What follows belongs to an exercise in optimizing a design on an open flow for small area; a production flow would make more cautious choices. At most, simulation tests tie the RTL to the original design; equivalence was not proved. The RTL of run 2 was laid out without a check of its function. Power figures rest on the tool's default switching activity, not on a simulated workload.

===== design/flow/constraint.sdc =====
create_clock -name core_clock -period 7.0 [get_ports {clk}]
set_input_delay 1.4000 -clock core_clock [delete_from_list [all_inputs] [get_ports {clk}]]
set_output_delay 1.4000 -clock core_clock [all_outputs]
set_load 0.01 [all_outputs]

===== design/flow/config.mk =====
export PLATFORM = sky130hd
export DESIGN_NAME = qpu_exu
export DESIGN_NICKNAME = qpu_exu
export VERILOG_FILES = /design/flow/design.v
export SDC_FILE = /design/flow/constraint.sdc
export NUM_CORES = 4
export LEC_CHECK = 0
export CAP_MARGIN = 20
export CORE_MARGIN = 2
export CORE_UTILIZATION = 65
export CTS_CLUSTER_DIAMETER = 100
export CTS_CLUSTER_SIZE = 25
export SLEW_MARGIN = 20
export SYNTH_HIERARCHICAL = 1
export SYNTH_MINIMUM_KEEP_SIZE = 0

===== design/flow/standard.sh =====
#!/bin/bash
# synth_recipe.tcl (not shown) runs the flow's synth.tcl, then flattens the netlist and writes it again
# the make line also repeats each setting of config.mk as NAME=value (left out here)
make -C /OpenROAD-flow-scripts/flow DESIGN_CONFIG=/design/flow/config.mk WORK_HOME=/design/flow/orfs CLKGATE_MAP_FILE= SYNTH_SCRIPT=/design/flow/synth_recipe.tcl "${@:-finish}"

===== design/flow/flow/run.sh =====
#!/bin/bash
# Standard layout with two changes after synthesis:
#  - ports are buffered with buf_2 instead of the default delay-cell buffer;
#  - the buffer repair may not use the largest buffers (buf_8/12/16), so it
#    drives high-fanout nets with several small buffers instead.
# Synthesis is the standard one, unchanged.
set -euo pipefail

bash standard.sh synth > synth.log 2>&1

PLAT_DU=$(make -s -C "$FLOW_HOME" DESIGN_CONFIG="$FLOW_CONFIG" WORK_HOME="$PWD/orfs" \
  print-DONT_USE_CELLS 2>/dev/null | sed -n 's/^DONT_USE_CELLS: //p')
[ -n "$PLAT_DU" ] || { echo "could not read DONT_USE_CELLS" >&2; exit 1; }
echo "platform dont-use: $PLAT_DU" > layout.log

bash standard.sh \
  "DONT_USE_CELLS=$PLAT_DU sky130_fd_sc_hd__buf_8 sky130_fd_sc_hd__buf_12 sky130_fd_sc_hd__buf_16" \
  "BUFFER_PORTS_ARGS=-buffer_cell sky130_fd_sc_hd__buf_2" \
  finish >> layout.log 2>&1

===== design/flow/design.v =====
package qpu_pkg;
  localparam int XLEN         = 32;
  localparam int RF_NUM       = 16;
  localparam int RFIDX_W      = 4;
  localparam int TIME_W       = 32;
  localparam int EVENT_NUM    = 8;
  localparam int EVENT_DATA_W = 16;
  localparam int TIQ_DEPTH    = 4;
  localparam int IMM_W        = 16;
  localparam logic [3:0] OP_ADDI = 4'h1;  
  localparam logic [3:0] OP_ADD  = 4'h2;
  localparam logic [3:0] OP_SUB  = 4'h3;
  localparam logic [3:0] OP_LUI  = 4'h4;  
  localparam logic [3:0] OP_SETT = 4'h5;  
  localparam logic [3:0] OP_SETE = 4'h6;  
  localparam logic [3:0] OP_TPT  = 4'h7;  
endpackage
`timescale 1ns/1ps
module qpu_exu_rdmux (
  input  logic [15:1] i_sel,
  input  logic [15:1] i_d,
  output logic        o_q
);
  assign o_q = |(i_sel & i_d);
endmodule
`timescale 1ns/1ps
module qpu_exu (
  input  logic        clk,
  input  logic        i_reset,
  input  logic        i_valid,
  input  logic [31:0] i_instr,
  input  logic        i_trigger,
  input  logic [31:0] i_trigger_clk,
  output logic        o_ready,
  output logic        o_clk_ena,
  output logic [7:0]  o_event_valid,
  output logic [15:0] o_event_data
);
  logic        full;
  logic        accept;
  assign o_ready = ~full;
  assign accept  = i_valid & ~full;
  logic [3:0]  op;
  logic [15:0] imm;
  logic        is_addi, is_add, is_sub, is_lui, is_sett, is_sete, is_tpt;
  assign op  = {i_instr[31] | i_reset, i_instr[30:28]};
  assign imm = i_instr[15:0];
  assign is_addi = (op == qpu_pkg::OP_ADDI);
  assign is_add  = (op == qpu_pkg::OP_ADD);
  assign is_sub  = (op == qpu_pkg::OP_SUB);
  assign is_lui  = (op == qpu_pkg::OP_LUI);
  assign is_sett = (op == qpu_pkg::OP_SETT);
  assign is_sete = (op == qpu_pkg::OP_SETE);
  assign is_tpt  = (op == qpu_pkg::OP_TPT);
  logic [31:0] rf_q [1:15];
  logic [15:1] vld_q;
  logic        rf_wen;
  logic [3:0]  rd;
  logic [31:0] sum;
  logic [15:1] sel1, sel2;
  logic [31:0] rs1, rs2;
  assign rf_wen = accept & (is_addi | is_add | is_sub | is_lui);
  assign rd     = i_instr[27:24];
  always_ff @(posedge clk) begin
    for (int i = 1; i < 16; i++) begin
      if (rf_wen && rd == 4'(i)) rf_q[i] <= sum;
    end
  end
  always_ff @(posedge clk) begin
    for (int i = 1; i < 16; i++) begin
      if (i_reset) vld_q[i] <= 1'b0;
      else if (rf_wen && rd == 4'(i)) vld_q[i] <= 1'b1;
    end
  end
  always_comb begin
    for (int i = 1; i < 16; i++) begin
      sel1[i] = vld_q[i] && i_instr[23:20] == 4'(i);
      sel2[i] = vld_q[i] && i_instr[19:16] == 4'(i);
    end
  end
  for (genvar b = 0; b < 32; b++) begin : g_rd
    logic [15:1] col;
    for (genvar i = 1; i < 16; i++) begin : g_col
      assign col[i] = rf_q[i][b];
    end
    qpu_exu_rdmux u_rd1 (.i_sel(sel1), .i_d(col), .o_q(rs1[b]));
    qpu_exu_rdmux u_rd2 (.i_sel(sel2), .i_d(col), .o_q(rs2[b]));
  end
  logic        rr;
  logic [31:0] a;
  logic [31:0] b;
  assign a = rs1 & {32{~(is_lui | i_reset)}};
  assign rr = is_add | is_sub;
  always_comb begin
    b[15:0]  = ({16{is_addi | is_sett}} & imm)
             | ({16{rr}} & (rs2[15:0] ^ {16{is_sub}}));
    b[31:16] = ({16{is_addi & imm[15]}})
             | ({16{is_lui}} & imm)
             | ({16{rr}} & (rs2[31:16] ^ {16{is_sub}}));
  end
  logic [31:0] p, g;
  logic [31:0] gg [6];
  logic [31:0] pp [6];
  logic [31:0] c;
  always_comb begin
    p = a ^ b;
    g = a & b;
    g[0] = g[0] | (p[0] & is_sub);
    gg[0] = g;
    pp[0] = p;
    for (int l = 1; l <= 5; l++) begin
      gg[l] = gg[l-1];
      pp[l] = pp[l-1];
      for (int i = 0; i < 32; i++) begin
        if ((i % (1 << l)) == (1 << l) - 1) begin
          gg[l][i] = gg[l-1][i] | (pp[l-1][i] & gg[l-1][i - (1 << (l-1))]);
          pp[l][i] = pp[l-1][i] & pp[l-1][i - (1 << (l-1))];
        end
      end
    end
    for (int l = 4; l >= 1; l--) begin
      for (int i = 0; i < 32; i++) begin
        if ((i % (1 << l)) == (1 << (l-1)) - 1 && i >= (1 << l)) begin
          gg[5][i] = gg[5][i] | (pp[5][i] & gg[5][i - (1 << (l-1))]);
          pp[5][i] = pp[5][i] & pp[5][i - (1 << (l-1))];
        end
      end
    end
    c = {gg[5][30:0], is_sub};
  end
  assign sum = p ^ c;
  logic        tset, eset, push;
  logic [31:0] tm_q [4];
  logic [7:0]  mk_q [4];
  logic [15:0] dt_q [4];
  logic [1:0]  tcur_q, ecur_q;    
  logic        tref_q, eref_q;    
  logic [1:0]  twr, ewr;
  logic [1:0]  tp_q [4];          
  logic [1:0]  ep_q [4];
  logic [1:0]  wptr_q, rptr_q, lptr;
  logic [2:0]  cnt_q;
  logic        clk_ena_q;
  logic        rel_q;
  logic        empty;
  logic        pop;
  assign tset = i_reset | (accept & is_sett);
  assign eset = i_reset | (accept & is_sete);
  assign push = accept & is_tpt;
  assign twr = tcur_q + {1'b0, tref_q};
  assign ewr = ecur_q + {1'b0, eref_q};
  always_ff @(posedge clk) begin
    if (tset) tm_q[twr] <= sum;
    if (eset) begin
      mk_q[ewr] <= imm[7:0] & {8{~i_reset}};
      dt_q[ewr] <= rs1[15:0];
    end
    if (push) begin
      tp_q[wptr_q] <= tcur_q;
      ep_q[wptr_q] <= ecur_q;
    end
    if (tset) tcur_q <= twr;
    if (eset) ecur_q <= ewr;
  end
  assign full  = cnt_q[2];
  assign empty = (cnt_q == 3'd0);
  assign pop   = clk_ena_q & ~empty & (i_trigger_clk >= tm_q[tp_q[rptr_q]]);
  always_ff @(posedge clk) begin
    if (i_reset) begin
      wptr_q    <= '0;
      rptr_q    <= '0;
      cnt_q     <= '0;
      clk_ena_q <= 1'b0;
      rel_q     <= 1'b0;
      tref_q    <= 1'b0;
      eref_q    <= 1'b0;
    end else begin
      if (push) wptr_q <= wptr_q + 2'd1;
      if (pop) rptr_q <= rptr_q + 2'd1;
      if (push & ~pop) cnt_q <= cnt_q + 3'd1;
      else if (pop & ~push) cnt_q <= cnt_q - 3'd1;
      clk_ena_q <= clk_ena_q | i_trigger;
      rel_q     <= pop;
      if (push) tref_q <= 1'b1;
      else if (tset) tref_q <= 1'b0;
      if (push) eref_q <= 1'b1;
      else if (eset) eref_q <= 1'b0;
    end
  end
  assign lptr          = rptr_q - 2'd1;
  assign o_clk_ena     = clk_ena_q;
  assign o_event_valid = {8{rel_q}} & mk_q[ep_q[lptr]];
  assign o_event_data  = dt_q[ep_q[lptr]];
endmodule

==> results of run 1 <==
worst max-delay path by stage:
| stage | from | end | slack [ns] | cells past startpoint |
|---|---|---|---|---|
| floorplan | i_instr[18] | rf_q[10][31] | 0.63 | 21 |
| global placement | i_instr[18] | tm_q[0][31] | 0.07 | 22 |
| detailed placement | i_instr[18] | tm_q[2][31] | 0.40 | 23 |
| CTS | i_instr[18] | tm_q[2][31] | 0.96 | 23 |
| global route | i_instr[18] | tm_q[1][31] | 0.50 | 23 |
| finish | i_instr[18] | tm_q[1][31] | 0.83 | 23 |
metal layers:
layer	part of all wire, %	up-vias	global-route usage [%]
li1	-	9044	-
met1	37	10700	48.0
met2	47	1494	57.1
met3	10	301	6.69
met4	6.1	0	18.3
met5	0	-	0
cell type report:
type | count | area, um2 | area share (%)
inverter | 74 | 278 | 0.778
tap | 664 | 831 | 2.33
antenna | 1 | 2.50 | 0.00701
clock inverter | 5 | 45.0 | 0.126
clock buffer | 47 | 963 | 2.70
sequential | 752 | 22300 | 62.4
timing repair buffer | 297 | 1550 | 4.35
multi-input combinational | 1140 | 9750 | 27.3
kinds of logic after synthesis:
| kind of cell | count (synthesis) | share of synthesized area, % |
|---|---|---|
| xor gates and xnor gates | 54 | 1.46 |
| adders and majority gates | 85 | 3.71 |
| buffers and inverters | 103 | 1.28 |
| and+or+nand+nor | 374 | 6.38 |
| DFF | 752 | 69.0 |
| muxes | 65 | 4.35 |
| AOI/OAI and AO/OA | 562 | 13.8 |
report_power, final:
group,switching (W),leakage [nW],internal [W]
clock network,0.00136,0.492,0.000988
logic,0.000199,5.04,0.0000968
registers,0.0000184,6.96,0.00497
cell usage after synthesis, types with 21 or more instances:
master | n | share of area [%]
edfxtp_1 | 724 | 67
a22oi_1 | 256 | 5.9
and3_1 | 96 | 1.9
nand4_1 | 74 | 1.4
nor2_1 | 74 | 0.86
inv_1 | 73 | 0.85
a22o_1 | 67 | 1.8
ha_1 | 67 | 2.6
a221oi_1 | 66 | 1.8
a222oi_1 | 64 | 2.0
mux4_2 | 60 | 4.2
xnor2_1 | 41 | 1.1
and2_1 | 40 | 0.77
nand2_1 | 40 | 0.46
a21oi_1 | 30 | 0.46
dfxtp_1 | 28 | 1.7
o21ai_0 | 28 | 0.43
a21o_1 | 21 | 0.49
modules after synthesis (local to each module, per instance):
module         copies in the design  cells  area [um2]
qpu_exu                           1   1419       27800
qpu_exu_rdmux                    64      9        70.1
per-stage QoR:
step | cells | setup WS (ns)
after floorplan | 1995 | 0.629
after global placement | 2922 | 0.0737
after detailed placement | 2924 | 0.397
after CTS | 2976 | 0.962
after global routing | 2979 | 0.499
final | 2980 | 0.830
sequential cells by signal, indices dropped and copies added, names as in the netlist, named ones only:
register	count
clk_ena_q	1
cnt_q	3
dt_q	64
ecur_q	2
ep_q	8
eref_q	1
mk_q	32
rel_q	1
rf_q	480
rptr_q	2
tcur_q	2
tm_q	128
tp_q	8
tref_q	1
vld_q	15
wptr_q	2
worst reg2reg max path, delay by kind of cell, from the launching register on:
kind | cells | cell delay (ns)
adders and majority gates | 3 | 1.16
AOI/OAI and AO/OA | 9 | 1.88
buffers and inverters | 2 | 0.43
and+or+nand+nor | 4 | 0.65
xor gates and xnor gates | 3 | 0.78
DFF | 1 | 0.34
==> results.sh, run 1 <==
export IMPL_p_leak_nw=12.5
export IMPL_final_max_slew_violation_count=0
export IMPL_cts_buffer_depth=3
export IMPL_p_total_w=0.00763
export IMPL_final_cell_mix="724 x edfxtp_1, 293 x buf_2, 256 x a22oi_1"
export IMPL_crit_path_end_kind="register"
export IMPL_synth_cell_area_um2=32300
export IMPL_synth_distinct_cells=58
export IMPL_status="finished clean"
export IMPL_first_iter_violations=3196
export IMPL_yosys_warnings=10
export IMPL_vias_per_cell=7.22
export IMPL_die_area_um2=51500
export IMPL_hold_depth=2
export IMPL_arrival_ns=6.60
export IMPL_synth_edff_count=724
export IMPL_finalWeightedCongestion=0.972
export IMPL_syn_area_per_cell_um2=16.2
export IMPL_syn_nets=2148
export IMPL_synthArstFlopShare_pct=0
export IMPL_io_pins=94
export IMPL_area_growth_pct=10.6
export IMPL_fillers=3129
export IMPL_timing_max_cap_violations=0
export IMPL_grt_usage_pct=35.9
export IMPL_hold_worst_slack_ns=0.493
export IMPL_path_common_cell="fa_1"
export IMPL_grt_max_degree=37
export IMPL_worst_pin_slew_ns=1.07
export IMPL_post_cts_buffers=0
export IMPL_fp_dieH_um=227
export IMPL_clock_skew_final_ns=0.0384
export IMPL_wl_per_cell_um=30.5
export IMPL_critical_path_required_ns=7.43
export IMPL_r2r_setup_slack_ns=1.63
export IMPL_hp_start="eref_q"
export IMPL_setup_viol=0
export IMPL_final_common_cell="edfxtp_1"
export IMPL_path_cells="buf_2, nor2b_1, and3_1, a222oi_1, and3_1, nand4_1, xnor2_1, o21ai_0, fa_1, fa_1, a211oi_2, o21ai_1, o211ai_1, nand2_2, inv_2, o21ai_2, a311oi_4, o21ai_2, o41ai_2, fa_1, xor2_1, xnor2_1, buf_2"
export IMPL_drcViolationCount=0
export IMPL_finalCriticalPeriod_ns=6.17
export IMPL_critical_path_max_stage_delay_ns=0.54
export IMPL_dp_hpwl_um=63200
export IMPL_num_vias=21500
export IMPL_io_buffers=93
export IMPL_clock_fmax_ghz=0.162
export IMPL_path_max_fanout=11
export IMPL_htree_levels=2
export IMPL_core_rowCount=81
export IMPL_ctsResizeCount=0
export IMPL_rsz0062_at_grt="false"
export IMPL_placed_area_um2=34600
export IMPL_tritoncts="built"
export IMPL_drt_wl_total_um=90900
export IMPL_finish_utilization_pct=73.0
export IMPL_drive_gt1_share_pct=19.1
export IMPL_synthCells=1995
export IMPL_crit_path_start_kind="input port"
export IMPL_clock_root_buffer="clkbuf_16"
export IMPL_p_per_area_nw_per_um2=214
export IMPL_die_w_um=227
export IMPL_ys_flop_type="edfxtp_1"
export IMPL_grt_pass1_wl_um=133000
export IMPL_ys_seq_elements=752
export IMPL_vdd_ir_drop_max_mv=0.259
export IMPL_crit_family="compound AO/OA/AOI/OAI gates"
export IMPL_min_to="eref_q"
export IMPL_antenna_found_initial=1
export IMPL_setup_tns_ns=0
export IMPL_core_area_um2=49000
export IMPL_criticalPathCategory="input port to register"
export IMPL_drt_first_pass_iters=10
export IMPL_hold_buffers=0
export IMPL_drtAntennaViolNets=0
export IMPL_r2r_start="vld_q[6]"
export IMPL_min_period_over_period_pct=88.1
export IMPL_grt_ovfl_total=0
export IMPL_start_util_pct=66.0
export IMPL_grt_pass1_vias=20900
export IMPL_clkTransAtPathRegs_ns=0.10
export IMPL_reg2regPathDepth=21
export IMPL_fin_nets=2454
export IMPL_hold_viol_final=0
export IMPL_min_path_type="register to register"
export IMPL_finalInstanceArea_um2=35700
export IMPL_timing_rr_end="tm_q[1][31]"
export IMPL_worst_path_buf_inv=3
export IMPL_cts_buffers=36
export IMPL_seq_area_frac_synth_pct=69.0
export IMPL_slowest_stage="xnor2_1"
export IMPL_cts_sinks=752
export IMPL_slew_headroom_pct=28.3
export IMPL_clk_latency_ns=0.61
==> run 2, diff against run 1 <==
--- a/design/flow/design.v
+++ b/design/flow/design.v
@@ -74,7 +74,7 @@
   end
   always_comb begin
     for (int i = 1; i < 16; i++) begin
-      sel1[i] = vld_q[i] && i_instr[23:20] == 4'(i);
+      sel1[i] = vld_q[i] && !is_lui && !i_reset && i_instr[23:20] == 4'(i);
       sel2[i] = vld_q[i] && i_instr[19:16] == 4'(i);
     end
   end
@@ -87,9 +87,7 @@
     qpu_exu_rdmux u_rd2 (.i_sel(sel2), .i_d(col), .o_q(rs2[b]));
   end
   logic        rr;
-  logic [31:0] a;
   logic [31:0] b;
-  assign a = rs1 & {32{~(is_lui | i_reset)}};
   assign rr = is_add | is_sub;
   always_comb begin
     b[15:0]  = ({16{is_addi | is_sett}} & imm)
@@ -103,8 +101,8 @@
   logic [31:0] pp [6];
   logic [31:0] c;
   always_comb begin
-    p = a ^ b;
-    g = a & b;
+    p = rs1 ^ b;
+    g = rs1 & b;
     g[0] = g[0] | (p[0] & is_sub);
     gg[0] = g;
     pp[0] = p;
==> design/flow/run.sh (new file) <==
#!/bin/bash
# synth_recipe.tcl (not shown) runs the flow's synth.tcl, then flattens the netlist and writes it again
# the make line also repeats each setting of config.mk as NAME=value (left out here)
make -C /OpenROAD-flow-scripts/flow DESIGN_CONFIG=/design/flow/config.mk WORK_HOME=/design/flow/orfs CLKGATE_MAP_FILE= SYNTH_SCRIPT=/design/flow/synth_recipe.tcl finish
--- a/design/flow/config.mk
+++ b/design/flow/config.mk
@@ -10,6 +10,7 @@
 export CORE_UTILIZATION = 65
 export CTS_CLUSTER_DIAMETER = 100
 export CTS_CLUSTER_SIZE = 25
+export GPL_TIMING_DRIVEN = 0
 export SLEW_MARGIN = 20
 export SYNTH_HIERARCHICAL = 1
 export SYNTH_MINIMUM_KEEP_SIZE = 0
removed: design/flow/flow/run.sh
removed: design/flow/standard.sh
==> results.sh, run 2 <==
export IMPL_status="finished with violations"
export IMPL_so_violations="negative setup slack"
export IMPL_synth_top_area_share_pct=67.5
export IMPL_path_max_fanout=19
export IMPL_fp_dieH_um=227
export IMPL_synthTopCellsByCount="724 x edfxtp_1, 257 x a22oi_1, 102 x and3_1, 78 x nor2_1, 75 x inv_1"
export IMPL_io_pins=94
export IMPL_drt_first_pass_iters=9
export IMPL_power_frac_seq_pct=65.1
export IMPL_grt_pass1_wl_um=139000
export IMPL_clk_latency_ns=0.62
export IMPL_drive_gt1_share_pct=14.8
export IMPL_vias_per_cell=7.52
export IMPL_finalWeightedCongestion=0.891
export IMPL_p_switching_w=0.00158
export IMPL_synth_most_common_cell="edfxtp_1"
export IMPL_clock_root_buffer="clkbuf_16"
export IMPL_worst_pin_slew_ns=1.05
export IMPL_drt_wl_total_um=96700
export IMPL_ys_flop_type="edfxtp_1"
export IMPL_min_period_over_period_pct=101
export IMPL_core_area_um2=49000
export IMPL_wl_per_cell_um=33.3
export IMPL_largest_reg_flops=480
export IMPL_syn_nets=2124
export IMPL_finalCriticalPeriod_ns=7.06
export IMPL_grt_ovfl_total=0
export IMPL_cts_buffer_depth=3
export IMPL_r2r_setup_slack_ns=1.38
export IMPL_critical_path_required_ns=7.35
export IMPL_seq_area_frac_synth_pct=69.3
export IMPL_detailedPlace_worstSlack_ns=-2.14
export IMPL_timing_max_cap_violations=0
export IMPL_htree_levels=2
export IMPL_cts_sinks=752
export IMPL_switching_share_pct=20.6
export IMPL_hold_worst_slack_ns=0.503
export IMPL_vdd_ir_drop_max_mv=0.289
export IMPL_p_leak_nw=13.1
export IMPL_setup_ws_ns=-0.0618
export IMPL_start_util_pct=65.8
export IMPL_synth_largest_area_cell="edfxtp_1"
export IMPL_final_cell_mix="724 x edfxtp_1, 257 x a22oi_1, 91 x clkdlybuf4s50_1"
export IMPL_grt_usage_pct=38.1
export IMPL_finish_utilization_pct=76.1
export IMPL_top_regs="rf_q: 480 flops, tm_q: 128 flops, dt_q: 64 flops"
export IMPL_grt_pass1_vias=21800
export IMPL_crit_path_start_kind="input port"
export IMPL_core_rowCount=81
export IMPL_final_common_cell="edfxtp_1"
export IMPL_synth_distinct_cells=58
export IMPL_fin_nets=2384
export IMPL_clock_fmax_ghz=0.142
export IMPL_crit_path_end_kind="register"
export IMPL_drcViolationCount=0
export IMPL_num_vias=21800
export IMPL_p_per_area_nw_per_um2=205
export IMPL_hold_viol_final=0
export IMPL_setup_tns_ns=-1.28
export IMPL_final_max_slew_violation_count=0
export IMPL_die_area_um2=51300
export IMPL_synth_cell_area_um2=32200
export IMPL_cts_buffers=36
export IMPL_grt_max_degree=27
export IMPL_drtAntennaViolNets=0
export IMPL_yosys_warnings=10
export IMPL_antenna_found_initial=7
export IMPL_syn_area_per_cell_um2=16.3
export IMPL_arrival_ns=7.41
export IMPL_tritoncts="built"
export IMPL_area_growth_pct=15.8
export IMPL_first_iter_violations=3690
export IMPL_p_int_w=0.00607
export IMPL_slew_headroom_pct=29.5
export IMPL_clkPwrFrac_pct=30.5
export IMPL_criticalPathCategory="input port to register"
export IMPL_p_total_w=0.00765
export IMPL_clkTransAtPathRegs_ns=0.10
export IMPL_setup_viol=52
export IMPL_top_register="rf_q"
export IMPL_synthCells=1971
export IMPL_synth_edff_count=724
export IMPL_yosys_top_cells_area="edfxtp_1 68%, a22oi_1 6.0%, mux4_2 4.2%"
export IMPL_io_buffers=93
export IMPL_ys_seq_elements=752
export IMPL_pwr_share_comb_pct=4.4
export IMPL_synthArstFlopShare_pct=0
export IMPL_die_w_um=227
export IMPL_min_path_type="register to register"
export IMPL_clock_skew_final_ns=0.0449
export IMPL_dp_hpwl_um=67400
run 2: cell count changes after synthesis, sizes merged, moves of 3 or more:
cell | previous run | this run
a21o | 22 | 19
and2 | 40 | 18
and3 | 97 | 102
nand2 | 41 | 31
nand2b | 4 | 7
run 2: worst paths after layout:
check                           depth (start not counted)           to         from
worst max register to register                         22  tm_q[3][31]     vld_q[8]
worst max-delay path                                   26  tm_q[3][31]  i_instr[31]
worst min-delay path                                    2       eref_q       eref_q
worst min register to register                          2       eref_q       eref_q
run 2: metal layers:
metal  vias to the layer above  track usage, %  part of all wire, %
li1                       8874               -                    -
met1                     10700            47.4                   33
met2                      1765            61.0                   47
met3                       467            10.0                   13
met4                         6            22.1                  6.6
met5                         -               0                0.069
run 2: cell families (layout without fill, tap and decap cells):
group | count (synthesis) | after routing | share of synthesized area (%)
other cells | 0 | 2 | 0
fa+ha+maj | 85 | 85 | 3.72
simple gates | 353 | 353 | 6.02
xor+xnor | 55 | 55 | 1.50
buf+inv | 103 | 369 | 1.31
flops | 752 | 752 | 69.3
mux | 65 | 65 | 4.37
compound gates | 558 | 558 | 13.8
run 2: cell type report:
class,instances,area [um2]
antenna,2,5.00
buffer,26,135
clock buffer,43,948
clock inverter,1,30.0
fill,2895,11700
inverter,76,289
multi-input combinational,1116,9920
sequential,752,22300
tap,664,831
timing repair buffer,223,2790
run 2: Yosys stat by module, one instance, submodules excluded:
module | flops+latches | cell area, um2
qpu_exu | 752 | 27700
qpu_exu_rdmux | 0 | 70.1
run 2: worst max-delay path, stage by stage:
cell and delay, ns:
clkdlybuf4s50_1 0.61, nor2_2 0.09, and3_4 0.22, nor2_1 0.22
nand2_1 0.10, nor2_1 0.35, and3_4 0.34, buf_16 0.20
a222oi_1 0.13, and3_1 0.17, nand4_1 0.27, inv_1 0.13
fa_1 0.47, nand2b_1 0.19, a21oi_1 0.30, o21ai_1 0.15
nand2_2 0.18, inv_2 0.08, o21ai_2 0.21, a311oi_4 0.15
o21ai_2 0.24, o41ai_4 0.13, fa_2 0.46, xor2_4 0.19
xnor2_4 0.18, buf_12 0.20
run 2: metrics by stage:
stage          instances  cell area [um2]
2_1_floorplan       1971            32200
3_3_place_gp        2728            33900
3_5_place_dp        2833            35800
4_1_cts             2884            37000
5_1_grt             2901            37300
6_report            2903            37300
run 2: power groups by stage:
stage	clock network, W	logic, W	registers [W]
after global routing	0.00247	0.000358	0.00498
after global placement	0	0.000286	0.00508
after CTS	0.00232	0.000328	0.00498
final	0.00233	0.000337	0.00498
after detailed placement	0	0.000323	0.00508
after floorplan	0	0.000158	0.00508
run 2: what timing repair did:
action / in CTS / in global routing
cloned: 0 / 0
pin swaps: 5 / 12
setup endpoints to repair: 367 / 171
buffers inserted: 8 / 17
gates resized for setup: 20 / 16
hold buffers: 0 / 0
==> run 3, diff against run 2 <==
--- a/design/flow/design.v
+++ b/design/flow/design.v
@@ -58,8 +58,10 @@
   logic [3:0]  rd;
   logic [31:0] sum;
   logic [15:1] sel1, sel2;
+  logic        rr;           
   logic [31:0] rs1, rs2;
   assign rf_wen = accept & (is_addi | is_add | is_sub | is_lui);
+  assign rr     = is_add | is_sub;
   assign rd     = i_instr[27:24];
   always_ff @(posedge clk) begin
     for (int i = 1; i < 16; i++) begin
@@ -74,8 +76,8 @@
   end
   always_comb begin
     for (int i = 1; i < 16; i++) begin
-      sel1[i] = vld_q[i] && !is_lui && !i_reset && i_instr[23:20] == 4'(i);
-      sel2[i] = vld_q[i] && i_instr[19:16] == 4'(i);
+      sel1[i] = vld_q[i] && i_instr[23:20] == 4'(i);
+      sel2[i] = vld_q[i] && rr && i_instr[19:16] == 4'(i);
     end
   end
   for (genvar b = 0; b < 32; b++) begin : g_rd
@@ -86,23 +88,23 @@
     qpu_exu_rdmux u_rd1 (.i_sel(sel1), .i_d(col), .o_q(rs1[b]));
     qpu_exu_rdmux u_rd2 (.i_sel(sel2), .i_d(col), .o_q(rs2[b]));
   end
-  logic        rr;
+  logic [31:0] a;
   logic [31:0] b;
-  assign rr = is_add | is_sub;
+  assign a = rs1 & {32{~(is_lui | i_reset)}};
   always_comb begin
     b[15:0]  = ({16{is_addi | is_sett}} & imm)
-             | ({16{rr}} & (rs2[15:0] ^ {16{is_sub}}));
+             | (rs2[15:0] ^ {16{is_sub}});
     b[31:16] = ({16{is_addi & imm[15]}})
              | ({16{is_lui}} & imm)
-             | ({16{rr}} & (rs2[31:16] ^ {16{is_sub}}));
+             | (rs2[31:16] ^ {16{is_sub}});
   end
   logic [31:0] p, g;
   logic [31:0] gg [6];
   logic [31:0] pp [6];
   logic [31:0] c;
   always_comb begin
-    p = rs1 ^ b;
-    g = rs1 & b;
+    p = a ^ b;
+    g = a & b;
     g[0] = g[0] | (p[0] & is_sub);
     gg[0] = g;
     pp[0] = p;
==> design/flow/flow/run.sh (new file) <==
#!/bin/bash
# Standard layout with three changes after synthesis:
#  - ports are buffered with buf_2 instead of the default delay-cell buffer;
#  - the buffer repair may not use the largest buffers (buf_8/12/16), so it
#    drives high-fanout nets with several small buffers instead;
#  - clock tree: clkbuf_8 buffers over clusters of at most 16 sinks within
#    60 um, and no dummy loads.
# Synthesis is the standard one, unchanged.
set -euo pipefail

bash standard.sh synth > synth.log 2>&1

PLAT_DU=$(make -s -C "$FLOW_HOME" DESIGN_CONFIG="$FLOW_CONFIG" WORK_HOME="$PWD/orfs" \
  print-DONT_USE_CELLS 2>/dev/null | sed -n 's/^DONT_USE_CELLS: //p')
[ -n "$PLAT_DU" ] || { echo "could not read DONT_USE_CELLS" >&2; exit 1; }
echo "platform dont-use: $PLAT_DU" > layout.log

bash standard.sh \
  "DONT_USE_CELLS=$PLAT_DU sky130_fd_sc_hd__buf_8 sky130_fd_sc_hd__buf_12 sky130_fd_sc_hd__buf_16" \
  "BUFFER_PORTS_ARGS=-buffer_cell sky130_fd_sc_hd__buf_2" \
  "CTS_ARGS=-sink_clustering_enable -repair_clock_nets -sink_clustering_size 16 -sink_clustering_max_diameter 60 -dont_use_dummy_load -buf_list sky130_fd_sc_hd__clkbuf_8" \
  finish >> layout.log 2>&1
==> design/flow/standard.sh (new file) <==
#!/bin/bash
# synth_recipe.tcl (not shown) runs the flow's synth.tcl, then flattens the netlist and writes it again
# the make line also repeats each setting of config.mk as NAME=value (left out here)
make -C /OpenROAD-flow-scripts/flow DESIGN_CONFIG=/design/flow/config.mk WORK_HOME=/design/flow/orfs CLKGATE_MAP_FILE= SYNTH_SCRIPT=/design/flow/synth_recipe.tcl "${@:-finish}"
==> design/flow/config.mk (replaced) <==
export PLATFORM = sky130hd
export DESIGN_NAME = qpu_exu
export DESIGN_NICKNAME = qpu_exu
export VERILOG_FILES = /design/flow/design.v
export SDC_FILE = /design/flow/constraint.sdc
export NUM_CORES = 4
export LEC_CHECK = 0
export CAP_MARGIN = 20
export CORE_MARGIN = 2
export CORE_UTILIZATION = 75
export SLEW_MARGIN = 20
export SYNTH_HIERARCHICAL = 1
export SYNTH_MINIMUM_KEEP_SIZE = 0
removed: design/flow/run.sh
==> results.sh, run 3 <==
export IMPL_status="finished clean"
export IMPL_tritoncts="built"
export IMPL_drcViolationCount=0
export IMPL_cts_buffer_depth=3
export IMPL_top_regs="rf_q: 480 flops, tm_q: 128 flops, dt_q: 64 flops"
export IMPL_slew_headroom_pct=19.6
export IMPL_arrival_ns=6.80
export IMPL_p_leak_nw=12.2
export IMPL_grt_ovfl_total=0
export IMPL_synthTopCellsByCount="724 x edfxtp_1, 256 x a22oi_1, 92 x and3_1, 74 x inv_1, 73 x nand4_1"
export IMPL_hold_buffers=0
export IMPL_first_iter_violations=3812
export IMPL_grt_pass1_wl_um=131000
export IMPL_wl_per_cell_um=31.1
export IMPL_synth_distinct_cells=64
export IMPL_min_path_type="register to register"
export IMPL_top_register="rf_q"
export IMPL_die_w_um=211
export IMPL_fp_dieH_um=211
export IMPL_setup_tns_ns=0
export IMPL_yosys_top_cells_area="edfxtp_1 67%, a22oi_1 6.0%, mux4_2 4.2%"
export IMPL_grt_max_degree=34
export IMPL_r2r_setup_slack_ns=1.49
export IMPL_drt_first_pass_iters=9
export IMPL_cp_endpoint="rf_q[11][30]"
export IMPL_r2r_start="vld_q[1]"
export IMPL_setup_viol=0
export IMPL_final_cell_mix="724 x edfxtp_1, 256 x a22oi_1, 244 x buf_2"
export IMPL_synthArstFlopShare_pct=0
export IMPL_htree_levels=2
export IMPL_detailedPlace_worstSlack_ns=0.0854
export IMPL_drive_gt1_share_pct=17.9
export IMPL_drt_wl_total_um=87000
export IMPL_num_vias=21600
export IMPL_timing_max_cap_violations=0
export IMPL_hold_worst_slack_ns=0.511
export IMPL_cts_buffers=54
export IMPL_ys_flop_type="edfxtp_1"
export IMPL_finish_utilization_pct=82.7
export IMPL_vdd_ir_drop_max_mv=0.263
export IMPL_crit_path_start_kind="input port"
export IMPL_ctsResizeCount=0
export IMPL_final_common_cell="edfxtp_1"
export IMPL_final_max_slew_violation_count=0
export IMPL_crit_start="i_instr[29]"
export IMPL_finalCriticalPeriod_ns=6.37
export IMPL_syn_area_per_cell_um2=16.3
export IMPL_crit_path_end_kind="register"
export IMPL_clk_latency_ns=0.73
export IMPL_synth_most_common_cell="edfxtp_1"
export IMPL_synth_cell_area_um2=32300
export IMPL_criticalPathCategory="input port to register"
export IMPL_synthCells=1983
export IMPL_io_pins=94
export IMPL_core_area_um2=42200
export IMPL_clkTransAtPathRegs_ns=0.11
export IMPL_syn_nets=2136
export IMPL_largest_reg_flops=480
export IMPL_synth_edff_count=724
export IMPL_hold_viol_final=0
export IMPL_critical_path_required_ns=7.43
export IMPL_clock_fmax_ghz=0.157
export IMPL_synth_top_area_share_pct=67.4
export IMPL_clock_root_buffer="clkbuf_8"
export IMPL_finalWeightedCongestion=0.999
export IMPL_p_per_area_nw_per_um2=208
export IMPL_drtAntennaViolNets=0
export IMPL_fin_nets=2409
export IMPL_reg2regPathDepth=17
export IMPL_grt_pass1_vias=22000
export IMPL_core_rowCount=75
export IMPL_area_growth_pct=8.31
export IMPL_post_cts_buffers=0
export IMPL_seq_area_frac_synth_pct=69.1
export IMPL_vias_per_cell=7.73
export IMPL_path_max_fanout=19
export IMPL_timing_rr_end="rf_q[11][30]"
export IMPL_io_buffers=93
export IMPL_fillers=2178
export IMPL_grt_usage_pct=40.1
export IMPL_p_total_w=0.00725
export IMPL_worst_pin_slew_ns=1.21
export IMPL_antenna_found_initial=3
export IMPL_start_util_pct=76.4
export IMPL_ys_seq_elements=752
export IMPL_rsz0062_at_grt="false"
export IMPL_setup_ws_ns=0.627
export IMPL_dp_hpwl_um=59900
export IMPL_die_area_um2=44700
export IMPL_min_period_over_period_pct=91.0
export IMPL_yosys_warnings=10
export IMPL_cts_sinks=752
export IMPL_synth_largest_area_cell="edfxtp_1"
export IMPL_clock_skew_final_ns=0.0723
-- run 3: cell count changes after synthesis, sizes merged, moves of 10 or more --
cell / previous run / this run
a221o: 0 / 14
and2: 18 / 38
nand2: 31 / 59
nor2: 78 / 68
xnor2: 41 / 14
xor2: 14 / 24
-- run 3: critical path, cell delays in order --
cell and delay, ns:
buf_2 0.09, inv_1 0.08, nor4_4 0.41, nand2_1 0.10, nor2_1 0.21, and3_1 0.23, buf_2 0.34, buf_2 0.40
a222oi_1 0.20, and3_1 0.20, nand4_1 0.12, o21ai_0 0.10, a221o_1 0.31, ha_1 0.35, a21oi_1 0.15, o21ai_0 0.14
nand3_1 0.12, o21ai_2 0.10, a311oi_4 0.42, o21ai_2 0.13, o41ai_2 0.29, fa_1 0.48, inv_1 0.43
-- run 3: area by class of cell --
type	instances	area (um2)	share of cell area, %
timing repair buffer	244	1220	3.50
antenna	5	12.5	0.0358
multi-input combinational	1129	9700	27.8
tap	539	674	1.93
inverter	75	282	0.806
sequential	752	22300	63.8
clock buffer	54	743	2.13
-- run 3: report_power, final --
part | switching (W) | internal (W) | total, W
Combinational | 0.000191 | 0.0000894 | 0.000280
Clock | 0.00129 | 0.000689 | 0.00198
Sequential | 0.0000193 | 0.00497 | 0.00499
Total | 0.00150 | 0.00575 | 0.00725
-- run 3: logic make-up (layout without fill, tap and decap cells) --
family                   after synthesis  after routing  synth area share (%)
multiplexers                          65             65                  4.36
AND/OR/NAND/NOR                      388            388                  6.73
XOR/XNOR                              38             38                  1.03
AO/OA/AOI/OAI                        553            553                  13.7
other                                  0              5                     0
flip-flops                           752            752                  69.1
buffers and inverters                102            373                  1.26
adder cells (fa/ha/maj)               85             85                  3.72
-- run 3: metrics by stage --
stage / instances / instance area [um2]
floorplan: 1983 / 32300
global placement: 2739 / 34200
detailed placement: 2739 / 34200
CTS: 2793 / 34900
global route: 2795 / 34900
finish: 2798 / 34900
-- run 3: worst min-delay path by stage --
stage / from / slack [ns] / to / depth (start not counted)
floorplan: eref_q / 0.44 / eref_q / 2
finish: eref_q / 0.51 / eref_q / 2
global route: eref_q / 0.53 / eref_q / 2
detailed placement: vld_q[5] / 0.48 / vld_q[5] / 2
global placement: eref_q / 0.46 / eref_q / 2
CTS: vld_q[10] / 0.51 / vld_q[10] / 2
-- run 3: layer usage --
layer	up-vias	GRT usage [%]	share of wire, %	routed length (um)
li1	8928	-	-	-
met1	10500	51.5	33	28700
met2	1773	62.6	47	40600
met5	-	0	0	0
met3	432	9.55	12	10700
met4	0	25.8	7.9	6910
-- run 3: Yosys stat by module, one instance, submodules excluded --
module	flip-flops and latches	area, um2	cells
qpu_exu	752	27800	1407
qpu_exu_rdmux	0	70.1	9
==> run 4, diff against run 3 <==
--- a/design/flow/design.v
+++ b/design/flow/design.v
@@ -20,6 +20,14 @@
   input  logic [15:1] i_sel,
   input  logic [15:1] i_d,
   output logic        o_q
+);
+  assign o_q = |(i_sel & i_d);
+endmodule
+`timescale 1ns/1ps
+module qpu_exu_mux4 (
+  input  logic [3:0] i_sel,
+  input  logic [3:0] i_d,
+  output logic       o_q
 );
   assign o_q = |(i_sel & i_d);
 endmodule
@@ -164,7 +172,25 @@
   end
   assign full  = cnt_q[2];
   assign empty = (cnt_q == 3'd0);
-  assign pop   = clk_ena_q & ~empty & (i_trigger_clk >= tm_q[tp_q[rptr_q]]);
+  logic [3:0]  hsel, lsel;
+  logic [31:0] head;
+  logic [7:0]  lmask;
+  always_comb begin
+    for (int j = 0; j < 4; j++) begin
+      hsel[j] = (tp_q[rptr_q] == 2'(j));
+      lsel[j] = (ep_q[lptr] == 2'(j));
+    end
+  end
+  for (genvar k = 0; k < 32; k++) begin : g_head
+    qpu_exu_mux4 u_mux (.i_sel(hsel), .i_d({tm_q[3][k], tm_q[2][k], tm_q[1][k], tm_q[0][k]}), .o_q(head[k]));
+  end
+  for (genvar k = 0; k < 8; k++) begin : g_mask
+    qpu_exu_mux4 u_mux (.i_sel(lsel), .i_d({mk_q[3][k], mk_q[2][k], mk_q[1][k], mk_q[0][k]}), .o_q(lmask[k]));
+  end
+  for (genvar k = 0; k < 16; k++) begin : g_data
+    qpu_exu_mux4 u_mux (.i_sel(lsel), .i_d({dt_q[3][k], dt_q[2][k], dt_q[1][k], dt_q[0][k]}), .o_q(o_event_data[k]));
+  end
+  assign pop   = clk_ena_q & ~empty & (i_trigger_clk >= head);
   always_ff @(posedge clk) begin
     if (i_reset) begin
       wptr_q    <= '0;
@@ -189,6 +215,5 @@
   end
   assign lptr          = rptr_q - 2'd1;
   assign o_clk_ena     = clk_ena_q;
-  assign o_event_valid = {8{rel_q}} & mk_q[ep_q[lptr]];
-  assign o_event_data  = dt_q[ep_q[lptr]];
+  assign o_event_valid = {8{rel_q}} & lmask;
 endmodule
--- a/design/flow/config.mk
+++ b/design/flow/config.mk
@@ -7,7 +7,7 @@
 export LEC_CHECK = 0
 export CAP_MARGIN = 20
 export CORE_MARGIN = 2
-export CORE_UTILIZATION = 75
+export CORE_UTILIZATION = 70
 export SLEW_MARGIN = 20
 export SYNTH_HIERARCHICAL = 1
 export SYNTH_MINIMUM_KEEP_SIZE = 0
==> results.sh, run 4 <==
export IMPL_critical_path_required_ns=7.55
export IMPL_finalWeightedCongestion=1.01
export IMPL_core_area_um2=45200
export IMPL_top_register="rf_q"
export IMPL_synthArstFlopShare_pct=0
export IMPL_synth_edff_count=724
export IMPL_path_common_cell="buf_2"
export IMPL_crit_family="compound AO/OA/AOI/OAI gates"
export IMPL_final_cell_mix="724 x edfxtp_1, 368 x a22oi_1, 285 x buf_2"
export IMPL_clock_skew_final_ns=0.0424
export IMPL_worst_pin_slew_ns=1.09
export IMPL_io_buffers=93
export IMPL_tritoncts="built"
export IMPL_die_area_um2=47400
export IMPL_hold_viol_final=0
export IMPL_finalCriticalPeriod_ns=6.41
export IMPL_setup_tns_ns=0
export IMPL_syn_area_per_cell_um2=15.2
export IMPL_largest_reg_flops=480
export IMPL_cts_buffer_depth=3
export IMPL_p_per_area_nw_per_um2=207
export IMPL_ctsResizeCount=0
export IMPL_arrival_ns=6.96
export IMPL_htree_levels=2
export IMPL_ff_latch_area_um2=22300
export IMPL_num_vias=23000
export IMPL_min_period_over_period_pct=91.5
export IMPL_antenna_found_initial=2
export IMPL_slowest_stage="buf_2"
export IMPL_setup_viol=0
export IMPL_drtAntennaViolNets=0
export IMPL_criticalPathCategory="input port to register"
export IMPL_wl_per_cell_um=31.1
export IMPL_hold_buffers=0
export IMPL_grt_pass1_vias=22200
export IMPL_fin_nets=2585
export IMPL_ys_seq_elements=752
export IMPL_area_growth_pct=9.53
export IMPL_clk_latency_ns=0.72
export IMPL_clock_root_buffer="clkbuf_8"
export IMPL_synth_most_common_cell="edfxtp_1"
export IMPL_first_iter_violations=4139
export IMPL_grt_max_degree=34
export IMPL_critical_path_max_stage_delay_ns=0.37
export IMPL_slew_headroom_pct=27.1
export IMPL_status="finished clean"
export IMPL_drive_gt1_share_pct=15.8
export IMPL_rsz0062_at_grt="false"
export IMPL_timing_max_cap_violations=0
export IMPL_crit_path_end_kind="register"
export IMPL_synth_distinct_cells=52
export IMPL_multi_input_area_um2=9480
export IMPL_drt_first_pass_iters=9
export IMPL_clock_fmax_ghz=0.156
export IMPL_fillers=2661
export IMPL_yosys_warnings=10
export IMPL_drcViolationCount=0
export IMPL_grt_pass1_wl_um=138000
export IMPL_grt_usage_pct=40.2
export IMPL_core_rowCount=78
export IMPL_cts_sinks=752
export IMPL_die_w_um=218
export IMPL_vdd_ir_drop_max_mv=0.235
export IMPL_drt_wl_total_um=94300
export IMPL_synth_top_area_share_pct=68.1
export IMPL_synthTopCellsByCount="724 x edfxtp_1, 368 x a22oi_1, 138 x nand2_1, 99 x and3_1, 75 x inv_1"
export IMPL_crit_path_start_kind="input port"
export IMPL_yosys_top_cells_area="edfxtp_1 68%, a22oi_1 8.6%, ha_1 2.6%"
export IMPL_fp_dieH_um=218
export IMPL_post_cts_buffers=0
export IMPL_dp_hpwl_um=63900
export IMPL_final_common_cell="edfxtp_1"
export IMPL_worst_path_buf_inv=6
export IMPL_synth_largest_area_cell="edfxtp_1"
export IMPL_ys_flop_type="edfxtp_1"
export IMPL_seq_area_frac_synth_pct=69.8
export IMPL_io_pins=94
export IMPL_top_regs="rf_q: 480 flops, tm_q: 128 flops, dt_q: 64 flops"
export IMPL_grt_ovfl_total=0
export IMPL_synth_cell_area_um2=31900
export IMPL_cts_buffers=54
export IMPL_syn_nets=2258
export IMPL_p_total_w=0.00725
export IMPL_vias_per_cell=7.57
export IMPL_path_max_fanout=12
export IMPL_synthCells=2105
export IMPL_final_max_slew_violation_count=0
export IMPL_min_path_type="register to register"
export IMPL_start_util_pct=70.7
export IMPL_p_leak_nw=12.4
export IMPL_clkTransAtPathRegs_ns=0.09
[run 4: cell types whose count changed in the layout (fill, tap and decap cells not counted), sizes merged, moves of 5 or more]
| cell | delta |
|---|---|
| a22oi | +112 |
| nand2 | +79 |
| mux4 | -56 |
| buf | +41 |
| o21ai | -15 |
| a221o | -14 |
| a21oi | +13 |
| a21o | -12 |
| xor2 | +12 |
| nand3 | +7 |
| and3 | +6 |
| xnor2 | +5 |
[run 4: path summary, 6_finish.rpt]
kind | start | end | slack, ns | cells past startpoint
setup / recovery | i_instr[29] | tm_q[3][31] | 0.59 | 25
setup reg to reg | register | cnt_q[2] | 1.10 | 20
hold reg to reg | eref_q | eref_q | 0.49 | 2
hold / removal | eref_q | eref_q | 0.49 | 2
[run 4: routing by layer]
| layer | GRT usage, % | up-vias | wire [um] |
|---|---|---|---|
| li1 | - | 9413 | - |
| met2 | 61.0 | 2107 | 42200 |
| met3 | 9.51 | 401 | 14000 |
| met4 | 20.9 | 0 | 6170 |
| met5 | 0 | - | 0 |
| met1 | 55.2 | 11000 | 31900 |
[run 4: area by class of cell]
class,count,share of cell area (%)
diodes,2,0.0143
clock buffers,54,2.12
inverters,75,0.805
multi-input cells,1264,27.1
flip-flops and latches,752,63.7
well taps,600,2.15
repair buffers,285,4.08
[run 4: metrics by stage]
stage	cells	hold WS [ns]	worst slack [ns]	area (um2)	util (%)
final	3032	0.490	0.592	35000	77.4
after global routing	3031	0.517	0.367	35000	77.4
after CTS	3030	0.495	0.781	35000	77.4
after detailed placement	2976	0.475	0.0665	34200	75.8
after global placement	2976	0.469	0.143	34200	75.8
after floorplan	2105	0.441	0.0377	31900	-
[run 4: report_power, final]
part           internal, W  switching (W)
logic            0.0000772       0.000194
clock network     0.000689        0.00130
registers          0.00497      0.0000194
total              0.00573        0.00151
[run 4: per-module statistics from Yosys, one instance, submodules excluded]
module,area (um2),copies in the design,cells
qpu_exu_rdmux,70.1,64,9
qpu_exu_mux4,18.8,56,3
qpu_exu,26400,1,1361
[run 4: worst register-to-register path, stage by stage (launching register included)]
cell       delay (ns)
dfxtp_1          0.39
mux4_2           0.58
nor2b_2          0.67
buf_2            0.39
a22oi_1          0.10
nand2_1          0.11
inv_1            0.04
ha_1             0.28
a21o_1           0.17
a22o_1           0.22
a2111oi_0        0.45
o21ai_0          0.36
a21oi_1          0.23
o21ai_0          0.37
inv_1            0.19
ha_1             0.20
inv_1            0.06
fa_1             0.37
xor2_1           0.17
or3_1            0.31
a21oi_1          0.16
[run 4: logic make-up (layout without fill, tap and decap cells)]
group / Yosys count / after routing / synth area share (%)
flops: 752 / 752 / 69.8
compound gates: 644 / 644 / 15.9
simple gates: 474 / 474 / 7.67
buf+inv: 89 / 414 / 1.05
fa+ha+maj: 85 / 85 / 3.75
xor+xnor: 55 / 55 / 1.51
mux: 6 / 6 / 0.345
other cells: 0 / 2 / 0
==> run 5, diff against run 4 <==
--- a/design/flow/flow/run.sh
+++ b/design/flow/flow/run.sh
@@ -1,6 +1,6 @@
 #!/bin/bash
 # Standard layout with three changes after synthesis:
-#  - ports are buffered with buf_2 instead of the default delay-cell buffer;
+#  - ports are buffered with buf_1 instead of the default delay-cell buffer;
 #  - the buffer repair may not use the largest buffers (buf_8/12/16), so it
 #    drives high-fanout nets with several small buffers instead;
 #  - clock tree: clkbuf_8 buffers over clusters of at most 16 sinks within
@@ -17,6 +17,6 @@
 
 bash standard.sh \
   "DONT_USE_CELLS=$PLAT_DU sky130_fd_sc_hd__buf_8 sky130_fd_sc_hd__buf_12 sky130_fd_sc_hd__buf_16" \
-  "BUFFER_PORTS_ARGS=-buffer_cell sky130_fd_sc_hd__buf_2" \
+  "BUFFER_PORTS_ARGS=-buffer_cell sky130_fd_sc_hd__buf_1" \
   "CTS_ARGS=-sink_clustering_enable -repair_clock_nets -sink_clustering_size 16 -sink_clustering_max_diameter 60 -dont_use_dummy_load -buf_list sky130_fd_sc_hd__clkbuf_8" \
   finish >> layout.log 2>&1
--- a/design/flow/config.mk
+++ b/design/flow/config.mk
@@ -7,7 +7,7 @@
 export LEC_CHECK = 0
 export CAP_MARGIN = 20
 export CORE_MARGIN = 2
-export CORE_UTILIZATION = 70
+export CORE_UTILIZATION = 80
 export SLEW_MARGIN = 20
 export SYNTH_HIERARCHICAL = 1
 export SYNTH_MINIMUM_KEEP_SIZE = 0
==> results.sh, run 5 <==
export IMPL_arrival_ns=7.33
export IMPL_vias_per_cell=8.41
export IMPL_ys_flop_type="edfxtp_1"
export IMPL_fillers=1626
export IMPL_cts_buffers=54
export IMPL_finalCriticalPeriod_ns=6.80
export IMPL_synth_most_common_cell="edfxtp_1"
export IMPL_die_w_um=204
export IMPL_final_common_cell="edfxtp_1"
export IMPL_grt_pass1_wl_um=154000
export IMPL_setup_ws_ns=0.203
export IMPL_synth_edff_count=724
export IMPL_clk_latency_ns=0.74
export IMPL_p_leak_nw=12.0
export IMPL_multi_input_area_um2=9510
export IMPL_htree_levels=2
export IMPL_synthMuxAreaShare_pct=0.345
export IMPL_finalInstanceArea_um2=34700
export IMPL_top_regs="rf_q: 480 flops, tm_q: 128 flops, dt_q: 64 flops"
export IMPL_finish_utilization_pct=87.6
export IMPL_setup_viol=0
export IMPL_ctsResizeCount=0
export IMPL_die_area_um2=41500
export IMPL_detailedPlace_worstSlack_ns=-0.426
export IMPL_synth_top_area_share_pct=68.1
export IMPL_worst_pin_slew_ns=1.32
export IMPL_io_buffers=93
export IMPL_synthTopCellsByCount="724 x edfxtp_1, 368 x a22oi_1, 138 x nand2_1, 99 x and3_1, 75 x inv_1"
export IMPL_yosys_warnings=10
export IMPL_min_period_over_period_pct=97.1
export IMPL_grt_pass1_vias=24600
export IMPL_dp_hpwl_um=68000
export IMPL_status="finished clean"
export IMPL_synthSimpleGateAreaFrac_pct=7.67
export IMPL_slew_headroom_pct=12.2
export IMPL_top_register="rf_q"
export IMPL_p_int_w=0.00573
export IMPL_syn_nets=2258
export IMPL_wl_per_cell_um=36.1
export IMPL_tritoncts="built"
export IMPL_grt_max_degree=42
export IMPL_seq_area_frac_synth_pct=69.8
export IMPL_drtAntennaViolNets=0
export IMPL_drt_wl_total_um=106000
export IMPL_yosys_top_cells_area="edfxtp_1 68%, a22oi_1 8.6%, ha_1 2.6%"
export IMPL_core_area_um2=39500
export IMPL_fin_nets=2552
export IMPL_ff_latch_area_um2=22300
export IMPL_cts_buffer_depth=3
export IMPL_crit_path_start_kind="input port"
export IMPL_path_max_fanout=19
export IMPL_io_pins=94
export IMPL_drt_first_pass_iters=10
export IMPL_vdd_ir_drop_max_mv=0.290
export IMPL_clock_root_buffer="clkbuf_8"
export IMPL_area_growth_pct=8.48
export IMPL_synthCells=2105
export IMPL_fp_dieH_um=204
export IMPL_synth_cell_area_um2=31900
export IMPL_power_frac_seq_pct=68.4
export IMPL_timing_max_cap_violations=0
export IMPL_cts_sinks=752
export IMPL_largest_reg_flops=480
export IMPL_grt_ovfl_total=0
export IMPL_pwr_share_comb_pct=3.8
export IMPL_criticalPathCategory="input port to register"
export IMPL_start_util_pct=80.8
export IMPL_hold_worst_slack_ns=0.508
export IMPL_final_max_slew_violation_count=0
export IMPL_min_path_type="register to register"
export IMPL_clock_skew_final_ns=0.0577
export IMPL_antenna_found_initial=3
export IMPL_drcViolationCount=0
export IMPL_drive_gt1_share_pct=11.0
export IMPL_synth_compound_area_share_pct=15.9
export IMPL_synth_top_family_by_area="compound AO/OA/AOI/OAI gates"
export IMPL_synth_distinct_cells=52
export IMPL_hold_viol_final=0
export IMPL_first_iter_violations=5785
export IMPL_grt_usage_pct=52.0
export IMPL_synth_xor_area_share_pct=1.51
export IMPL_synthAdderAreaFrac_pct=3.75
export IMPL_synthArstFlopShare_pct=0
export IMPL_num_vias=24600
export IMPL_synth_largest_area_cell="edfxtp_1"
export IMPL_placed_area_um2=33900
export IMPL_critical_path_required_ns=7.53
export IMPL_setup_tns_ns=0
export IMPL_clock_fmax_ghz=0.147
export IMPL_syn_area_per_cell_um2=15.2
export IMPL_r2r_setup_slack_ns=1.13
export IMPL_p_switching_w=0.00157
export IMPL_finalWeightedCongestion=1.01
export IMPL_post_cts_buffers=0
export IMPL_hold_buffers=0
export IMPL_core_rowCount=73
export IMPL_clkPwrFrac_pct=27.8
export IMPL_ys_seq_elements=752
export IMPL_final_cell_mix="724 x edfxtp_1, 368 x a22oi_1, 159 x buf_2"
export IMPL_switching_share_pct=21.5
export IMPL_rsz0062_at_grt="false"
export IMPL_crit_path_end_kind="register"
export IMPL_p_per_area_nw_per_um2=211
export IMPL_clkTransAtPathRegs_ns=0.09
==> run 5: changes by cell type in the layout (fill, tap and decap cells not counted), moves of 2 or more <==
cell and delta:
buf_2 -126, diode_2 +2, and3_1 -2, buf_1 +92
==> run 5: metal layers <==
layer | GRT usage (%) | vias to the layer above | part of all wire (%)
met5 | 0.238 | - | 0.023
met4 | 37.5 | 4 | 9.9
met3 | 20.9 | 877 | 17
met2 | 76.8 | 3005 | 44
met1 | 62.7 | 11400 | 29
li1 | - | 9369 | -
==> run 5: final cells by class <==
type / count / share of cell area (%)
inverter: 75 / 0.823
tap: 525 / 1.90
antenna: 4 / 0.0289
sequential: 752 / 64.4
timing repair buffer: 252 / 3.31
multi-input combinational: 1264 / 27.4
clock buffer: 54 / 2.14
==> run 5: power groups by stage <==
stage | Sequential (W) | Combinational, W | Clock (W)
6_report | 0.00499 | 0.000280 | 0.00203
5_1_grt | 0.00500 | 0.000293 | 0.00214
4_1_cts | 0.00499 | 0.000265 | 0.00198
3_5_place_dp | 0.00509 | 0.000261 | 0
3_3_place_gp | 0.00509 | 0.000241 | 0
2_1_floorplan | 0.00509 | 0.000138 | 0
==> run 5: logic make-up (layout without fill, tap and decap cells) <==
kind of cell,count (synthesis),after routing
compound gates,644,644
xor+xnor,55,55
fa+ha+maj,85,85
buf+inv,89,381
flops,752,752
mux,6,6
other cells,0,4
simple gates,474,474
==> run 5: worst max-delay path, stage by stage <==
cell and delay (ns):
buf_1 0.12, inv_1 0.10, nor4_2 0.26, buf_2 0.23
and3_1 0.25, and3_1 0.19, buf_2 0.42, buf_2 0.24
buf_2 0.41, a22o_1 0.23, a221oi_1 0.06, nand4_1 0.20
xor2_1 0.21, nand2_1 0.12, ha_1 0.30, o21a_1 0.20
o21ai_0 0.17, a21oi_1 0.13, a31o_1 0.26, o41a_1 0.37
o221ai_2 0.22, o21a_1 0.25, fa_1 0.25, xor2_1 0.25
xnor2_1 0.14, buf_2 0.30
==> run 5: path summary, 6_finish.rpt <==
kind,start,endpoint,cells after the start
worst max-delay path,i_instr[29],rf_q[12][31],26
worst min-delay path,vld_q[14],vld_q[14],2
worst max register to register,register,cnt_q[2],20
worst min register to register,vld_q[14],vld_q[14],2
==> run 5: per-module statistics from Yosys (local to each module, per instance) <==
module         cells  flip-flops and latches  copies in the design  area (um2)
qpu_exu_rdmux      9                       0                    64        70.1
qpu_exu         1361                     752                     1       26400
qpu_exu_mux4       3                       0                    56        18.8
==> run 5: metrics by stage <==
stage / power (W) / std cells
finish: 0.00730 / 2926
detailed placement: 0.00536 / 2868
global placement: 0.00533 / 2868
floorplan: 0.00522 / 2105
CTS: 0.00724 / 2922
global route: 0.00743 / 2922
==> run 6, diff against run 5 <==
--- a/design/flow/config.mk
+++ b/design/flow/config.mk
@@ -7,7 +7,7 @@
 export LEC_CHECK = 0
 export CAP_MARGIN = 20
 export CORE_MARGIN = 2
-export CORE_UTILIZATION = 80
+export CORE_UTILIZATION = 75
 export SLEW_MARGIN = 20
 export SYNTH_HIERARCHICAL = 1
 export SYNTH_MINIMUM_KEEP_SIZE = 0
==> results.sh, run 6 <==
export IMPL_tritoncts="built"
export IMPL_criticalPathCategory="input port to register"
export IMPL_clock_root_buffer="clkbuf_8"
export IMPL_finalCriticalPeriod_ns=6.41
export IMPL_timing_max_cap_violations=0
export IMPL_yosys_warnings=10
export IMPL_worst_pin_slew_ns=1.22
export IMPL_p_switching_w=0.00154
export IMPL_num_vias=23300
export IMPL_path_cells="buf_1, nor4_1, buf_2, and3_1, and3_1, buf_2, a22oi_1, and3_1, nand4_1, xor2_1, nand2_1, ha_1, a21oi_1, nor3_1, nor4_2, nand3_1, a31o_1, o41a_1, a211oi_1, fa_1, inv_1"
export IMPL_grt_usage_pct=44.2
export IMPL_core_rowCount=75
export IMPL_setup_viol=0
export IMPL_area_growth_pct=8.55
export IMPL_hold_buffers=0
export IMPL_clkPwrFrac_pct=27.6
export IMPL_largest_reg_flops=480
export IMPL_setup_ws_ns=0.589
export IMPL_syn_nets=2258
export IMPL_post_cts_buffers=0
export IMPL_die_w_um=210
export IMPL_top_regs="rf_q: 480 flops, tm_q: 128 flops, dt_q: 64 flops"
export IMPL_crit_path_start_kind="input port"
export IMPL_clock_fmax_ghz=0.156
export IMPL_hold_viol_final=0
export IMPL_setup_tns_ns=0
export IMPL_r2r_setup_slack_ns=1.25
export IMPL_fin_nets=2561
export IMPL_clock_skew_final_ns=0.0875
export IMPL_synthArstFlopShare_pct=0
export IMPL_path_max_fanout=19
export IMPL_switching_share_pct=21.1
export IMPL_critical_path_max_stage_delay_ns=0.48
export IMPL_core_area_um2=41900
export IMPL_vdd_ir_drop_max_mv=0.253
export IMPL_p_int_w=0.00573
export IMPL_syn_area_per_cell_um2=15.2
export IMPL_instances_no_fill=2946
export IMPL_first_iter_violations=4675
export IMPL_synthCells=2105
export IMPL_final_common_cell="edfxtp_1"
export IMPL_synth_top_area_share_pct=68.1
export IMPL_yosys_top_cells_area="edfxtp_1 68%, a22oi_1 8.6%, ha_1 2.6%"
export IMPL_top_register="rf_q"
export IMPL_fp_dieH_um=210
export IMPL_clk_latency_ns=0.74
export IMPL_drtAntennaViolNets=0
export IMPL_dp_hpwl_um=64300
export IMPL_cts_buffer_depth=3
export IMPL_synth_largest_area_cell="edfxtp_1"
export IMPL_synth_distinct_cells=52
export IMPL_drt_first_pass_iters=7
export IMPL_final_cell_mix="724 x edfxtp_1, 368 x a22oi_1, 168 x buf_2"
export IMPL_arrival_ns=6.86
export IMPL_min_period_over_period_pct=91.6
export IMPL_antenna_found_initial=3
export IMPL_min_path_type="register to register"
export IMPL_vias_per_cell=7.90
export IMPL_drcViolationCount=0
export IMPL_grt_ovfl_total=0
export IMPL_synthTopCellsByCount="724 x edfxtp_1, 368 x a22oi_1, 138 x nand2_1, 99 x and3_1, 75 x inv_1"
export IMPL_start_util_pct=76.1
export IMPL_seq_area_frac_synth_pct=69.8
export IMPL_clkTransAtPathRegs_ns=0.10
export IMPL_htree_levels=2
export IMPL_synth_edff_count=724
export IMPL_rsz0062_at_grt="false"
export IMPL_final_max_slew_violation_count=0
export IMPL_ctsResizeCount=0
export IMPL_die_area_um2=44300
export IMPL_synth_cell_area_um2=31900
export IMPL_synth_most_common_cell="edfxtp_1"
export IMPL_io_buffers=93
export IMPL_slowest_stage="fa_1"
export IMPL_drive_gt1_share_pct=11.1
export IMPL_io_pins=94
export IMPL_finish_utilization_pct=82.7
export IMPL_detailedPlace_worstSlack_ns=0.0646
export IMPL_status="finished clean"
export IMPL_pwr_share_comb_pct=3.7
export IMPL_crit_path_end_kind="register"
export IMPL_slew_headroom_pct=18.6
export IMPL_worst_path_buf_inv=4
export IMPL_grt_max_degree=42
export IMPL_grt_pass1_wl_um=141000
export IMPL_p_leak_nw=12.0
export IMPL_cts_buffers=54
export IMPL_crit_family="simple AND/OR/NAND/NOR gates"
export IMPL_path_common_cell="and3_1"
export IMPL_ys_flop_type="edfxtp_1"
export IMPL_grt_pass1_vias=23000
export IMPL_drt_wl_total_um=96700
export IMPL_wl_per_cell_um=32.8
export IMPL_critical_path_required_ns=7.45
export IMPL_finalWeightedCongestion=0.983
export IMPL_p_per_area_nw_per_um2=209
export IMPL_placed_cells=2891
export IMPL_ys_seq_elements=752
export IMPL_power_frac_seq_pct=68.7
export IMPL_cts_sinks=752
-- run 6: cell counts after synthesis --
Identical to the previous run, type by type.
-- run 6: area by class of cell --
type / instances / area [um2]
fill: 2121 / 7270
clock buffer: 54 / 743
tap: 539 / 674
antenna: 1 / 2.50
timing repair buffer: 261 / 1190
sequential: 752 / 22300
multi-input combinational: 1264 / 9480
inverter: 75 / 282
-- run 6: per-layer routing --
metal / share of wire [%] / global-route usage [%] / vias to the layer above
met5: 0.014 / 0 / -
met4: 8.3 / 28.5 / 2
met3: 15 / 11.5 / 542
met2: 45 / 68.2 / 2353
met1: 32 / 56.7 / 11000
li1: - / - / 9373
-- run 6: tightest hold or removal path: cells and delay by family (launching register included) --
family           cells  cell delay, ns
flip-flops           1            0.36
AND/OR/NAND/NOR      2            0.13
-- run 6: per-module statistics from Yosys, one instance, submodules excluded --
| module | cells | flip-flops and latches |
|---|---|---|
| qpu_exu_rdmux | 9 | 0 |
| qpu_exu | 1361 | 752 |
| qpu_exu_mux4 | 3 | 0 |
-- run 6: per-stage QoR --
step                hold slack (ns)  cell area, um2  power (W)
floorplan                     0.441           31900    0.00522
global placement              0.465           33900    0.00533
detailed placement            0.478           33900    0.00535
CTS                           0.503           34700    0.00723
global route                  0.517           34700    0.00741
finish                        0.510           34700    0.00726
-- run 6: logic make-up after synthesis --
family | count (synthesis) | synth area share (%)
flip-flops | 752 | 69.8
adder cells (fa/ha/maj) | 85 | 3.75
buffers and inverters | 89 | 1.05
AND/OR/NAND/NOR | 474 | 7.67
multiplexers | 6 | 0.345
XOR/XNOR | 55 | 1.51
AO/OA/AOI/OAI | 644 | 15.9
-- run 6: power by group through the flow --
stage	logic, W	registers (W)	clock network (W)
global placement	0.000244	0.00509	0
detailed placement	0.000258	0.00509	0
floorplan	0.000138	0.00509	0
CTS	0.000259	0.00499	0.00198
finish	0.000267	0.00499	0.00201
global route	0.000286	0.00499	0.00213
-- run 6: path summary, 6_finish.rpt --
path,startpoint,endpoint,depth (start not counted)
worst min register to register,vld_q[15],vld_q[15],2
worst max-delay path,i_instr[30],tm_q[2][26],21
worst max register to register,register,cnt_q[2],20
worst min-delay path,vld_q[15],vld_q[15],2

-- re-timing with driven ports --
No port has a modelled driver above. Below, the same layouts with a new extraction and two added sets of constraints.
Step 1 assumes that a clkbuf_16 drives the clock port and a buf_2 every other input.
Step 2 adds t to the input delays and takes it off the output delays; t is the mean of the earliest and latest rising clock arrival at the registers after step 1. Input paths then give back, and output paths get back, about the clock's delay inside the block.
a / b / c = no drivers / after step 1 / after step 2; a / b = the first two.
run | shift t [ns] | slack for setup (ns) | worst setup path after step 2 | cell pins on the clock port's net
run 1 | 0.654 | 0.830 / 0.838 / 0.184 | input to register | 1
run 2 | 0.655 | -0.062 / -0.025 / -0.680 | input to register | 1
run 3 | 0.748 | 0.627 / 0.656 / -0.092 | input to register | 1
run 4 | 0.754 | 0.592 / 0.629 / -0.125 | input to register | 1
run 5 | 0.768 | 0.203 / 0.237 / -0.531 | input to register | 1
run 6 | 0.760 | 0.589 / 0.628 / -0.132 | input to register | 1
With both steps, setup timing fails in run 3, run 4, run 5 and run 6, where it was met with ideal ports. The setup slack of run 5, which loses most, moves by +0.034 ns with the drivers and by -0.734 ns with both steps.
